Background: an optimization exercise with open tools, aiming at small area and a short achievable clock period. Do not read the settings as production practice.
RTL that was checked went through simulation tests only; none was proved equivalent to the original.
Power and IR drop assume default switching activity.

Setup of alpha:
## mipsExecUnit
module mipsExecUnit
(
    input  logic        clk,
    input  logic        rstN,
    input  logic        instrValid,
    input  logic [31:0] instrWord,
    input  logic [31:0] rsValue,
    input  logic [31:0] rtValue,
    output logic        resultValid,
    output logic [32:0] execOut
);
    logic [5:0] op, fn;
    logic [4:0] rtSel, sh;
    logic [15:0] imm;
    assign op    = instrWord[31:26];
    assign fn    = instrWord[5:0];
    assign rtSel = instrWord[20:16];
    assign sh    = instrWord[10:6];
    assign imm   = instrWord[15:0];
    logic rtype, fAdd, fSub, fAnd, fOr, fNor, fXor, fSlt, fSll, fSrl, fJr;
    logic oAddi, oSlti, oAndi, oOri, oXori, oMul, oMem;
    logic oBeq, oBne, oBlez, oBgtz, oBltz, oBgez;
    assign rtype = (op == 6'b000000);
    assign fAdd  = rtype & (fn == 6'b100000);
    assign fSub  = rtype & (fn == 6'b100010);
    assign fAnd  = rtype & (fn == 6'b100100);
    assign fOr   = rtype & (fn == 6'b100101);
    assign fNor  = rtype & (fn == 6'b100111);
    assign fXor  = rtype & (fn == 6'b100110);
    assign fSlt  = rtype & (fn == 6'b101010);
    assign fSll  = rtype & (fn == 6'b000000);
    assign fSrl  = rtype & (fn == 6'b000010);
    assign fJr   = rtype & (fn == 6'b001000);
    assign oAddi = (op == 6'b001000);
    assign oSlti = (op == 6'b001010);
    assign oAndi = (op == 6'b001100);
    assign oOri  = (op == 6'b001101);
    assign oXori = (op == 6'b001110);
  ...
Size in the first run: roughly 2100 cells after synthesis, ~270 flip-flops, about 21000 um2 of cells after synthesis.
==> flow/config.mk <==
export PLATFORM = sky130hd
export DESIGN_NAME = mipsExecUnit
export DESIGN_NICKNAME = mipsExecUnit
export VERILOG_FILES = /design/flow/design.v
export SDC_FILE = /design/flow/constraint.sdc
export NUM_CORES = 4
export LEC_CHECK = 0
export CAP_MARGIN = 20
export CORE_MARGIN = 2
export CORE_UTILIZATION = 60
export PLACE_DENSITY = 0.8
export SETUP_SLACK_MARGIN = 5
export SLEW_MARGIN = 20
==> flow/constraint.sdc <==
create_clock -name core_clock -period 9.0 [get_ports {clk}]
set_input_delay 1.8000 -clock core_clock [delete_from_list [all_inputs] [get_ports {clk}]]
set_output_delay 1.8000 -clock core_clock [all_outputs]
set_load 0.01 [all_outputs]
standard.sh (not shown) runs the stock make flow with config.mk's settings and CLKGATE_MAP_FILE= SYNTH_SCRIPT=/design/flow/synth_recipe.tcl, a recipe that flattens the netlist after the stock synthesis.
==> flow/flow/run.sh <==
#!/bin/bash
bash standard.sh SETUP_SLACK_MARGIN=5.45 finish > standard.log 2>&1
--- input diff alpha..beta ---
--- a/flow/design.v
+++ b/flow/design.v
@@ -1181,29 +1181,27 @@
     assign fc224 = (fs202 & r2t[92]) | (fs202 & fc201) | (r2t[92] & fc201);
     assign fs225 = fs203 ^ r2t[96] ^ fc202;
     assign fc225 = (fs203 & r2t[96]) | (fs203 & fc202) | (r2t[96] & fc202);
     assign fs226 = fs204 ^ r2t[100] ^ fc203;
     assign fc226 = (fs204 & r2t[100]) | (fs204 & fc203) | (r2t[100] & fc203);
     logic [31:0] rowA, rowB;
     assign rowA = {(r2t[101] ^ r2t[102] ^ r2t[103] ^ r2t[104] ^ r2t[105] ^ fc204 ^ fc226), fs226, fs225, fs224, fs223, fs222, fs221, fs220, fs219, fs218, fs217, fs216, fs215, fs214, fs213, fs212, fs211, fs210, fs209, fs208, fs207, fs206, fs205, hs30, r2t[7], r2t[6], r2t[5], r2t[4], r2t[3], r2t[2], r2t[1], r2t[0]};
     assign rowB = {1'b0, fc225, fc224, fc223, fc222, fc221, fc220, fc219, fc218, fc217, fc216, fc215, fc214, fc213, fc212, fc211, fc210, fc209, fc208, fc207, fc206, fc205, hc30, r2t[12], 1'b0, 1'b0, 1'b0, 1'b0, 1'b0, 1'b0, 1'b0, 1'b0};
     logic [31:0] sum;
     assign sum = rowA + rowB;
-    logic [31:0] sum3, res;
-    logic        srl3, slt3, sltK3, sltS3, tk3, pass3;
+    logic [31:0] res;
+    logic        pass2;
+    assign pass2 = ~srl2 & ~slt2;
+    always_comb begin
+        for (int i = 1; i < 32; i++) res[i] = (pass2 & sum[i]) | (srl2 & sum[31-i]);
+        res[0] = (pass2 & sum[0]) | ((srl2 | sltS2) & sum[31]) | sltK2;
+    end
+    logic [31:0] res3;
+    logic        tk3;
     always_ff @(posedge clk) begin
         if (!rstN) resultValid <= 1'b0;
         else       resultValid <= v2;
-        sum3  <= sum;
-        srl3  <= srl2;
-        slt3  <= slt2;
-        sltK3 <= sltK2;
-        sltS3 <= sltS2;
-        tk3   <= tk2;
-    end
-    assign pass3 = ~srl3 & ~slt3;
-    always_comb begin
-        for (int i = 1; i < 32; i++) res[i] = (pass3 & sum3[i]) | (srl3 & sum3[31-i]);
-        res[0] = (pass3 & sum3[0]) | ((srl3 | sltS3) & sum3[31]) | sltK3;
+        res3 <= res;
+        tk3  <= tk2;
     end
-    assign execOut = {res, tk3};
+    assign execOut = {res3, tk3};
 endmodule
Notes after the runs:
beta against alpha; sequential cell area in the final layout is down slightly.
Arrival time at the worst endpoint up 0.04 ns in beta wrt alpha
beta: layout inverter count without the clock tree is 9 higher than what alpha reported.
Portion of total power attributed to sequential cells sits lower in beta than in alpha.
On data required time of the critical path, beta and alpha are basically level.
For beta, only the layout was checked, not whether the RTL still works.

* * *

Another version of the RTL of mipsExecUnit (not shown whole).
Size in the first run: roughly 290 flip-flops, ~130 I/O pins.
Settings: LEC_CHECK=0, CAP_MARGIN=20, CORE_MARGIN=2, CORE_UTILIZATION=60, PLACE_DENSITY=0.8, SETUP_SLACK_MARGIN=5, SLEW_MARGIN=20; clock period 9.0 ns.
==> flow/flow/run.sh <==
#!/bin/bash
bash standard.sh SETUP_SLACK_MARGIN=5.6 finish > standard.log 2>&1
Rerun with:
--- a/flow/design.v
+++ b/flow/design.v
@@ -1196,27 +1196,29 @@
     assign fc223 = (fs193 & r2t[112]) | (fs193 & fc192) | (r2t[112] & fc192);
     assign fs224 = fs194 ^ r2t[116] ^ fc193;
     assign fc224 = (fs194 & r2t[116]) | (fs194 & fc193) | (r2t[116] & fc193);
     assign fs225 = fs195 ^ r2t[120] ^ fc194;
     assign fc225 = (fs195 & r2t[120]) | (fs195 & fc194) | (r2t[120] & fc194);
     logic [31:0] rowA, rowB;
     assign rowA = {(r2t[121] ^ r2t[122] ^ r2t[123] ^ r2t[124] ^ r2t[125] ^ fc195 ^ fc225), fs225, fs224, fs223, fs222, fs221, fs220, fs219, fs218, fs217, fs216, fs215, fs214, fs213, fs212, fs211, fs210, fs209, fs208, fs207, fs206, fs205, fs204, fs203, fs202, fs201, fs200, fs199, fs198, fs197, fs196, hs30};
     assign rowB = {1'b0, fc224, fc223, fc222, fc221, fc220, fc219, fc218, fc217, fc216, fc215, fc214, fc213, fc212, fc211, fc210, fc209, fc208, fc207, fc206, fc205, fc204, fc203, fc202, fc201, fc200, fc199, fc198, fc197, fc196, hc30, r2t[3]};
     logic [31:0] sum;
     assign sum = rowA + rowB;
-    logic [31:0] res;
-    logic        pass2;
-    assign pass2 = ~srl2 & ~slt2;
-    always_comb begin
-        for (int i = 1; i < 32; i++) res[i] = (pass2 & sum[i]) | (srl2 & sum[31-i]);
-        res[0] = (pass2 & sum[0]) | ((srl2 | sltS2) & sum[31]) | sltK2;
-    end
-    logic [31:0] res3;
-    logic        tk3;
+    logic [31:0] sum3, res;
+    logic        srl3, slt3, sltK3, sltS3, tk3, pass3;
     always_ff @(posedge clk) begin
         if (!rstN) resultValid <= 1'b0;
         else       resultValid <= v2;
-        res3 <= res;
-        tk3  <= tk2;
+        sum3  <= sum;
+        srl3  <= srl2;
+        slt3  <= slt2;
+        sltK3 <= sltK2;
+        sltS3 <= sltS2;
+        tk3   <= tk2;
+    end
+    assign pass3 = ~srl3 & ~slt3;
+    always_comb begin
+        for (int i = 1; i < 32; i++) res[i] = (pass3 & sum3[i]) | (srl3 & sum3[31-i]);
+        res[0] = (pass3 & sum3[0]) | ((srl3 | sltS3) & sum3[31]) | sltK3;
     end
-    assign execOut = {res3, tk3};
+    assign execOut = {res, tk3};
 endmodule
=> The new run ran to the end with no violations; die area is about the same; wire length came out higher by 6.3%; global-route usage came out higher by 1.8 points; critical path depth came out lower by 9; total power came out higher by 2.1%; via count came out higher by 2.2%; cell area came out higher by 0.73%; combinational power hardly moves; sequential share of layout area came out higher by 0.25 points; sequential power came out higher by about 5%.
Only the layout flow was run in the first run of this note; the RTL was not checked for function there.

-- afterwards: timing with drivers on the ports --
No port has a modelled driver above. Below, the same layouts with a new extraction and two added sets of constraints.
Step 1: set_driving_cell puts a clkbuf_16 on clk and a buf_2 on each other input, an assumption about the parent block.
Step 2 moves the port delays by t, midway between the first and last clock arrival at a register: inputs arrive t later, outputs are due t later. That takes back most of the time a late clock gives input paths.
Slacks: no drivers / after step 1 / after step 2; pairs: no drivers / after step 1.
run	t, ns	slack for setup (ns)	worst setup path at the end
alpha	0.631	5.440 / 5.399 / 4.853	input to register
beta	0.636	5.416 / 5.416 / 4.879	input to register
the first run of note 2	0.645	5.262 / 5.262 / 4.896	input to register
the second run of note 2	0.643	5.411 / 5.355 / 4.926	input to register
After both steps every run listed still meets setup and hold. The setup slack of alpha, which loses most, moves by -0.041 ns with the drivers and by -0.587 ns with both steps.
